This design comes from an exercise in tuning for small area, a short achievable clock period and few clock cycles per item on the open sky130 flow, not from production work. The RTL was checked by simulation tests, not by an equivalence proof against the original design.

==> design/flow/design.v <==
package fap_pkg;
  localparam int unsigned FractionBitsDef = 14;
  localparam int unsigned DataW = 32;
  localparam int unsigned CmdW = 4;
  typedef enum logic [CmdW-1:0] {
    CmdToFix = 4'd0,
    CmdTrunc = 4'd1,
    CmdRound = 4'd2,
    CmdAddFF = 4'd3,
    CmdSubFF = 4'd4,
    CmdAddFI = 4'd5,
    CmdSubFI = 4'd6,
    CmdMulFF = 4'd7,
    CmdMulFI = 4'd8,
    CmdDivFF = 4'd9,
    CmdDivFI = 4'd10
  } cmd_e;
  typedef struct packed {
    logic [DataW-1:0] res;
    logic             ovf;
    logic             dz;
    logic             is_div;
    logic             neg;
  } carry_t;
endpackage
module fixed_point_alu #(
  parameter int unsigned FRACTION_BITS = fap_pkg::FractionBitsDef
) (
  input  logic                       clk_i,
  input  logic                       rst_ni,
  input  logic                       in_valid_i,
  output logic                       in_ready_o,
  input  logic [fap_pkg::CmdW-1:0]   in_cmd_i,
  input  logic [fap_pkg::DataW-1:0]  in_operand_a_i,
  input  logic [fap_pkg::DataW-1:0]  in_operand_b_i,
  output logic                       out_valid_o,
  input  logic                       out_ready_i,
  output logic [fap_pkg::DataW-1:0]  out_result_o,
  output logic                       out_overflow_o,
  output logic                       out_divide_by_zero_o
);
  localparam int unsigned FB = FRACTION_BITS;
  logic        busy_q, rvalid_q;
  logic        first_q, fin_q, last_q;    
  logic [31:0] a_q, b_q;
  logic [33:0] r_q;
  logic [5:0]  cnt_q;
  logic        pb_q, neg_q, stk_q;
  logic        mul_q, div_q, ff_q;        
  logic        xa_q, xah_q, yb_q, sub_q, cs_q, f2_q, f2z_q, dz_q, tofix_ovf_q;
  logic mul_i, div_i, ff_i, xa_i, xah_i, yb_i, sub_i, cs_i, f2_i, f2z_i, dz_i;
  always_comb begin
    mul_i = 1'b0; div_i = 1'b0; xa_i = 1'b0; xah_i = 1'b0; yb_i = 1'b0; sub_i = 1'b0;
    cs_i = 1'b0; f2_i = 1'b0; f2z_i = 1'b0; dz_i = 1'b0;
    ff_i = in_cmd_i[0];
    unique case (in_cmd_i)
      fap_pkg::CmdToFix: begin yb_i = 1'b1; f2z_i = 1'b1; end
      fap_pkg::CmdTrunc: begin xah_i = 1'b1;
        cs_i = in_operand_a_i[31] && (|in_operand_a_i[FB-1:0]); end
      fap_pkg::CmdRound: begin xah_i = 1'b1;
        cs_i = in_operand_a_i[FB-1] && (!in_operand_a_i[31] || (|in_operand_a_i[FB-2:0])); end
      fap_pkg::CmdAddFF: begin xa_i = 1'b1; yb_i = 1'b1; end
      fap_pkg::CmdSubFF: begin xa_i = 1'b1; yb_i = 1'b1; sub_i = 1'b1; end
      fap_pkg::CmdAddFI: begin xah_i = 1'b1; yb_i = 1'b1; f2_i = 1'b1; end
      fap_pkg::CmdSubFI: begin xah_i = 1'b1; yb_i = 1'b1; sub_i = 1'b1; f2_i = 1'b1; end
      fap_pkg::CmdMulFF, fap_pkg::CmdMulFI: mul_i = 1'b1;
      fap_pkg::CmdDivFF, fap_pkg::CmdDivFI: begin
        if (in_operand_b_i == '0) dz_i = 1'b1;
        else div_i = 1'b1;
      end
      default: ;
    endcase
  end
  logic en, accept, go;
  assign en = !rvalid_q || out_ready_i;
  assign in_ready_o = !busy_q || fin_q || last_q;
  assign accept     = in_valid_i && in_ready_o;
  assign go         = busy_q && first_q && en;    
  logic [33:0] x, y, s, bx;
  logic        cin;
  assign bx = {{2{b_q[31]}}, b_q};
  assign s  = x + y + {33'b0, cin};
  logic bneg, b1, b2;
  always_comb begin
    unique case ({a_q[1:0], pb_q && !first_q})
      3'b000, 3'b111: begin bneg = 1'b0; b1 = 1'b0; b2 = 1'b0; end
      3'b001, 3'b010: begin bneg = 1'b0; b1 = 1'b1; b2 = 1'b0; end
      3'b011:         begin bneg = 1'b0; b1 = 1'b0; b2 = 1'b1; end
      3'b100:         begin bneg = 1'b1; b1 = 1'b0; b2 = 1'b1; end
      default:        begin bneg = 1'b1; b1 = 1'b1; b2 = 1'b0; end   
    endcase
  end
  logic [31:0] td;
  logic        hi_phase, fbit, radd, dinv, skip4, skip16, ok4, ok16, room4, room16;
  logic [5:0]  n_steps;
  assign n_steps  = ff_q ? 6'd46 : 6'd32;
  assign hi_phase = cnt_q[5];
  assign fbit     = !hi_phase && a_q[31];
  assign radd     = r_q[33];
  assign dinv     = radd ^ !b_q[31];    
  always_comb begin
    logic [31:0] dest;
    dest = b_q ^ {32{b_q[31]}};
    td[31] = dest[31];
    for (int j = 30; j >= 0; j--) td[j] = td[j+1] | dest[j];
  end
  always_comb begin
    ok4 = td[4] && !radd;
    ok16 = td[16] && !radd;
    for (int j = 0; j < 32; j++) begin
      if (j + 5 > 31)  ok4  = ok4  & !r_q[j];
      else             ok4  = ok4  & !(r_q[j] & !td[j+5]);
      if (j + 17 > 31) ok16 = ok16 & !r_q[j];
      else             ok16 = ok16 & !(r_q[j] & !td[j+17]);
    end
    room4  = hi_phase ? (cnt_q + 6'd4  <= n_steps) : (cnt_q <= 6'd28);
    room16 = hi_phase ? (cnt_q + 6'd16 <= n_steps) : (cnt_q <= 6'd16);
    skip16 = room16 && ok16;
    skip4  = room4 && ok4;
  end
  function automatic logic nonuni(input logic [33:0] v, input int lo);
    logic a1, a0;
    a1 = 1'b1; a0 = 1'b1;
    for (int j = 0; j < 34; j++)
      if (j >= lo) begin
        a1 = a1 & v[j];
        a0 = a0 & !v[j];
      end
    nonuni = !(a1 || a0);
  endfunction
  logic [31:0] a_d;
  logic [33:0] r_d;
  logic [5:0]  cnt_d;
  logic        pb_d, neg_d, stk_d, busy_d, rvalid_d, first_d, fin_d, last_d;
  always_comb begin
    x = '0; y = '0; cin = 1'b0;
    if (mul_q) begin
      x = first_q ? '0 : r_q;
      y = (b2 ? {bx[32:0], 1'b0} : b1 ? bx : '0) ^ {34{bneg}};
      cin = bneg;
    end else if (div_q && !first_q && !fin_q) begin
      x = {r_q[32:0], fbit};
      y = bx ^ {34{dinv}};
      cin = dinv;
    end else begin
      logic sa;
      sa = div_q && (fin_q ? neg_q : a_q[31]);
      if (xah_q)      x = {{16{a_q[31]}}, a_q[31:FB]};
      else if (xa_q || div_q) x = {{2{a_q[31]}}, a_q} ^ {34{sa}};
      if (yb_q) y = bx ^ {34{sub_q}};
      cin = sub_q || cs_q || sa;
    end
    a_d = a_q; r_d = r_q; cnt_d = cnt_q; pb_d = pb_q; neg_d = neg_q; stk_d = stk_q;
    busy_d = busy_q; first_d = first_q; fin_d = fin_q; last_d = last_q;
    rvalid_d = rvalid_q && !out_ready_i;
    if (go) begin
      first_d = 1'b0;
      if (mul_q) begin
        r_d   = {s[33], s[33], s[33:2]};
        a_d   = {s[1:0], a_q[31:2]};
        pb_d  = a_q[1];
        cnt_d = 6'd1;
      end else if (div_q) begin
        a_d   = s[31:0];
        r_d   = '0;
        cnt_d = '0;
        neg_d = a_q[31] ^ b_q[31];
        stk_d = 1'b0;
      end else begin
        if (dz_q)       r_d = {1'b1, 33'b0};
        else if (f2z_q) r_d = {1'b0, tofix_ovf_q, s[17:0], {FB{1'b0}}};
        else if (f2_q)  r_d = {1'b0, nonuni(s, 17), s[17:0], a_q[FB-1:0]};
        else if (xa_q || xah_q) r_d = {1'b0, nonuni(s, 31), s[31:0]};
        else            r_d = '0;
        rvalid_d = 1'b1;
        busy_d   = 1'b0;
      end
    end else if (busy_q && !first_q && mul_q) begin
      a_d   = {s[1:0], a_q[31:2]};
      pb_d  = a_q[1];
      cnt_d = cnt_q + 6'd1;
      last_d = (cnt_q == 6'd14);
      if (last_q) begin
        if (ff_q) r_d = {1'b0, nonuni(s, 15), s[15:0], a_q[31:16]};
        else      r_d = {1'b0, nonuni(s, 1), s[1:0], a_q[31:2]};
        rvalid_d = 1'b1;
        busy_d   = 1'b0;
      end else begin
        r_d = {s[33], s[33], s[33:2]};
      end
    end else if (busy_q && fin_q) begin
      r_d      = {1'b0, stk_q || (a_q[31] && (!neg_q || (|a_q[30:0]))), s[31:0]};
      rvalid_d = 1'b1;
      busy_d   = 1'b0;
      fin_d    = 1'b0;
    end else if (busy_q && !first_q) begin
      if (skip16) begin
        r_d   = {2'b0, r_q[15:0], hi_phase ? 16'b0 : a_q[31:16]};
        a_d   = {a_q[15:0], 16'b0};
        stk_d = stk_q || (hi_phase && (|a_q[31:16]));
        cnt_d = cnt_q + 6'd16;
      end else if (skip4) begin
        r_d   = {2'b0, r_q[27:0], hi_phase ? 4'b0 : a_q[31:28]};
        a_d   = {a_q[27:0], 4'b0};
        stk_d = stk_q || (hi_phase && (|a_q[31:28]));
        cnt_d = cnt_q + 6'd4;
      end else begin
        r_d   = s;
        a_d   = {a_q[30:0], !s[33]};
        stk_d = stk_q || (hi_phase && a_q[31]);
        cnt_d = cnt_q + 6'd1;
      end
      fin_d = (cnt_d == n_steps);
    end
    if (accept) begin
      busy_d  = in_valid_i;
      first_d = 1'b1;
      fin_d   = 1'b0;
      last_d  = 1'b0;
    end
  end
  always_ff @(posedge clk_i or negedge rst_ni) begin
    if (!rst_ni) begin
      busy_q   <= 1'b0;
      rvalid_q <= 1'b0;
    end else begin
      busy_q   <= busy_d;
      rvalid_q <= rvalid_d;
    end
  end
  always_ff @(posedge clk_i) begin
    first_q <= first_d;
    fin_q   <= fin_d;
    last_q  <= last_d;
    r_q     <= r_d;
    cnt_q   <= cnt_d;
    pb_q    <= pb_d;
    neg_q   <= neg_d;
    stk_q   <= stk_d;
    if (in_ready_o) begin
      a_q   <= in_operand_a_i;
      b_q   <= in_operand_b_i;
      mul_q <= mul_i;
      div_q <= div_i;
      ff_q  <= ff_i;
      xa_q  <= xa_i;
      xah_q <= xah_i;
      yb_q  <= yb_i;
      sub_q <= sub_i;
      cs_q  <= cs_i;
      f2_q  <= f2_i;
      f2z_q <= f2z_i;
      dz_q  <= dz_i;
      tofix_ovf_q <= !((&in_operand_b_i[31:17]) || !(|in_operand_b_i[31:17]));
    end else begin
      a_q   <= a_d;
    end
  end
  assign out_valid_o          = rvalid_q;
  assign out_result_o         = r_q[31:0];
  assign out_overflow_o       = r_q[32];
  assign out_divide_by_zero_o = r_q[33];
endmodule
==> design/flow/run.sh <==
#!/bin/bash
# synth_recipe.tcl (not shown) runs the flow's synth.tcl, then flattens the netlist and writes it again
# the make line also repeats each setting of config.mk as NAME=value (left out here)
make -C /OpenROAD-flow-scripts/flow DESIGN_CONFIG=/design/flow/config.mk WORK_HOME=/design/flow/orfs CLKGATE_MAP_FILE= SYNTH_SCRIPT=/design/flow/synth_recipe.tcl finish
==> design/flow/config.mk <==
export PLATFORM = sky130hd
export DESIGN_NAME = fixed_point_alu
export DESIGN_NICKNAME = fixed_point_alu
export VERILOG_FILES = /design/flow/design.v
export SDC_FILE = /design/flow/constraint.sdc
export NUM_CORES = 4
export LEC_CHECK = 0
export CAP_MARGIN = 20
export CORE_MARGIN = 2
export CORE_UTILIZATION = 45
export PLACE_DENSITY = 0.6
export SLEW_MARGIN = 20
export TNS_END_PERCENT = 10
==> design/flow/constraint.sdc <==
create_clock -name core_clock -period 12.0 [get_ports {clk_i}]
set_input_delay 2.4000 -clock core_clock [delete_from_list [all_inputs] [get_ports {clk_i}]]
set_output_delay 2.4000 -clock core_clock [all_outputs]
set_load 0.01 [all_outputs]
==> run summary <==
area by class of cell:
| class | instances | area (um^2) | area share (%) |
|---|---|---|---|
| clock buffer | 20 | 437 | 2.56 |
| clock inverter | 12 | 195 | 1.15 |
| inverter | 28 | 106 | 0.624 |
| multi-input combinational | 1601 | 10600 | 62.1 |
| sequential | 124 | 3680 | 21.6 |
| tap | 448 | 561 | 3.29 |
| timing repair buffer | 161 | 1480 | 8.66 |
cell usage in the layout (no fill, tap or decap), types with 8 or more instances in the layout:
master	count
nor2_1	207
nand2_1	169
a21oi_1	169
o21ai_0	132
xnor2_1	120
edfxtp_1	119
clkdlybuf4s50_1	107
a221oi_1	63
mux2i_1	55
a211oi_1	54
buf_4	54
xor2_1	47
ha_1	46
o21ai_1	36
nor4_1	30
nor3_1	29
a22oi_1	29
a222oi_1	27
mux2_2	26
inv_1	26
nand3_1	25
a31oi_1	24
nand4_1	19
a221o_1	19
nor2b_1	19
clkbuf_16	17
o211ai_1	16
nand2b_1	15
or3_1	14
a21o_1	14
a22o_1	14
o22ai_1	12
and3_1	11
o221ai_1	10
o21a_1	10
and2_1	8
o31ai_1	8
layer usage:
metal / wire length, um / track usage (%) / vias up
li1: - / - / 7347
met1: 28000 / 51.8 / 7990
met2: 29800 / 58.0 / 1245
met3: 8520 / 10.1 / 303
met4: 4610 / 22.4 / 6
met5: 83 / 0 / -
how the worst max path moves through the flow:
| stage | from | to | cells after the start | slack [ns] |
|---|---|---|---|---|
| final | fin_q | r_q[32] | 20 | 5.49 |
| after global routing | fin_q | r_q[32] | 20 | 5.20 |
| after CTS | fin_q | r_q[32] | 20 | 5.65 |
| after detailed placement | fin_q | r_q[32] | 20 | 5.72 |
| after global placement | fin_q | r_q[32] | 20 | 5.85 |
| after floorplan | out_ready_i | a_q[0] | 5 | 6.29 |
sequential cells by signal, indices dropped and copies added, names as in the netlist, 6 cells and up:
signal and count:
r_q 34, a_q 32, b_q 32, cnt_q 6
kinds of logic (layout without fill, tap and decap cells):
family | count (synthesis) | after routing | synth area share [%]
AO/OA/AOI/OAI | 700 | 700 | 31.2
XOR/XNOR | 171 | 171 | 9.92
adder cells (fa/ha/maj) | 48 | 48 | 4.06
buffers and inverters | 246 | 221 | 6.33
flip-flops | 124 | 124 | 24.3
multiplexers | 84 | 84 | 5.78
AND/OR/NAND/NOR | 598 | 598 | 18.5
worst max-delay path, cell delays in order (launching register included):
cell and delay, ns:
dfxtp_1 0.65, or3b_1 0.24, buf_4 0.30, and2_0 0.17, buf_4 0.35, a22oi_1 0.13
nor2_1 0.14, a31oi_1 0.08, fa_1 0.51, fa_1 0.45, nand2b_2 0.22, a21oi_2 0.21
o311a_1 0.18, or3b_1 0.45, a31oi_1 0.27, o21ai_1 0.20, xor2_1 0.77, and3_1 0.28
nand4_1 0.09, o311ai_0 0.39, a22oi_1 0.16
==> impl_metrics.py <==
metrics = {
    "clock_network": {
        "htreeDepth": 4,
        "cts_buffers": 17,
        "cts_root_buf": "clkbuf_16",
        "cts.sinks": 124,
        "cts_setup_buffers": 0,
        "clk_pin_slew_ns": 0.07,
        "cts_tree": "done",
        "cts_resized": 0,
        "cts_hold_buf": 0,
        "cts_buffer_depth": 2,
        "clkLatencyLatePin_ns": 0.46,
    },
    "synthesis": {
        "yosysTopAreaCell": "edfxtp_1",
        "ys_warn_count": 1,
        "syn-num-nets": 2091,
        "synthCells": 1971,
        "synth-seq-area-share_pct": 24.3,
        "async_flop_share_pct": 1.61,
        "ys.flop_type": "edfxtp_1",
        "synth_edf_count": 119,
        "synth_top_cell_area_share_pct": 23.5,
        "ys_top_cells_by_count": "nor2_1 (208), clkbuf_1 (180), a21oi_1 (169), nand2_1 (169), o21ai_0 (133)",
        "avgSynthCellArea_um2": 7.70,
        "synthesis.area_mm2": 0.0152,
        "synth_seq_cells": 124,
        "ys_types": 95,
        "yosysMostFrequentCell": "nor2_1",
        "synthTopCellsByArea": "edfxtp_1 (24%), xnor2_1 (7.0%), a21oi_1 (5.6%)",
    },
    "detailed_routing": {
        "wl_per_cell_um": 29.7,
        "ant_nets": 0,
        "dr.pass1.iters": 10,
        "routed_wirelength_um": 71000,
        "via_per_inst": 7.06,
        "num_vias": 16891,
        "drtIter0Drc": 3002,
        "drcViolationCount": 0,
    },
    "global_route": {
        "gr-total-overflow": 0,
        "antenna_found_initial": 3,
        "grt_max_degree": 77,
        "grt_use_total_pct": 39.2,
        "grt_pass1_vias": 15485,
        "grt_pass1_wl_um": 104000,
    },
    "timing": {
        "finalHoldViolCount": 0,
        "setup_slack_ns": 5.49,
        "tns_ns": 0,
        "finClkSkew_ns": 0.0152,
        "fin_crit_ns": 6.51,
        "final_max_slew_viol_count": 0,
        "max_freq_mhz": 154,
        "timing.hold.ws_ns": 0.702,
        "max_slew_margin_pct": 18.3,
        "post-route-period-util_pct": 54.3,
        "setup_viol": 0,
        "worst_slew_pin_slew_ns": 1.23,
        "rsz0062_at_grt": "no",
    },
    "setup_path": {
        "critPathKind": "reg -> reg",
        "regToRegStartpoint": "fin_q",
        "r2r_slack_ns": 5.49,
        "crit_arrival_ns": 6.71,
        "cp-end-kind": "flop",
        "path_max_fanout": 31,
        "crit_required_ns": 12.20,
        "reg2reg_to": "r_q[32]",
        "start_kind": "flop",
        "rr_worst_depth": 20,
    },
    "run": {
        "drv_cap": 0,
    },
    "cells_and_area": {
        "drive_above_1_share_pct": 7.50,
        "nets": 2053,
        "final_area_mm2": 0.0170,
        "syn_to_final_growth_pct": 12.3,
        "fill_cells": 3283,
        "final_core_util_pct": 51.1,
        "final_cells": 2394,
        "n_antenna_cell": 0,
    },
    "floorplanning": {
        "die_area_mm2": 0.0352,
        "start_util_pct": 45.5,
        "num_rows": 67,
        "num_io_pins": 108,
        "core_mm2": 0.0334,
        "fp.dieW_um": 188,
        "die_h_um": 188,
    },
    "min_path": {
        "min_from": "rvalid_q",
        "worstHoldPathType": "reg -> reg",
        "holdPathEnd": "rvalid_q",
        "hold_depth": 2,
    },
    "place": {
        "port_buffers": 107,
        "place_congestion": 1.07,
        "placed_area_mm2": 0.0164,
        "dp.cells": 2362,
        "pre_cts_ws_ns": 5.72,
        "dp_hpwl_um": 50200,
    },
    "run_status": {
        "outcome": "timing/DRC/antenna clean",
    },
}
Testbench counts, summed over its fixed seeds: cycles 115,704, items 16,000.

-- re-timing with driven ports --
Ports are ideal in the flow. The routed layout listed here was re-timed in OpenROAD.
Step 1: set_driving_cell puts a clkbuf_16 on clk_i and a buf_2 on each other input, an assumption about the parent block.
Step 2 adds t to the input delays and takes it off the output delays; t is the mean of the earliest and latest rising clock arrival at the registers after step 1. Input paths then give back, and output paths get back, about the clock's delay inside the block.
a / b / c = ideal ports / drivers / drivers and shift; a / b = the first two.
t, ns: 0.508
setup WS [ns]: 5.485 / 5.485 / 5.485
hold WS [ns]: 0.702 / 0.702 / 0.702
worst setup path at the end: register to register
clock arrival spread, ns: 0.016 / 0.015
After both steps this run still meets setup and hold. The setup slack of this run moves by 0.000 ns with the drivers and by 0.000 ns with both steps.
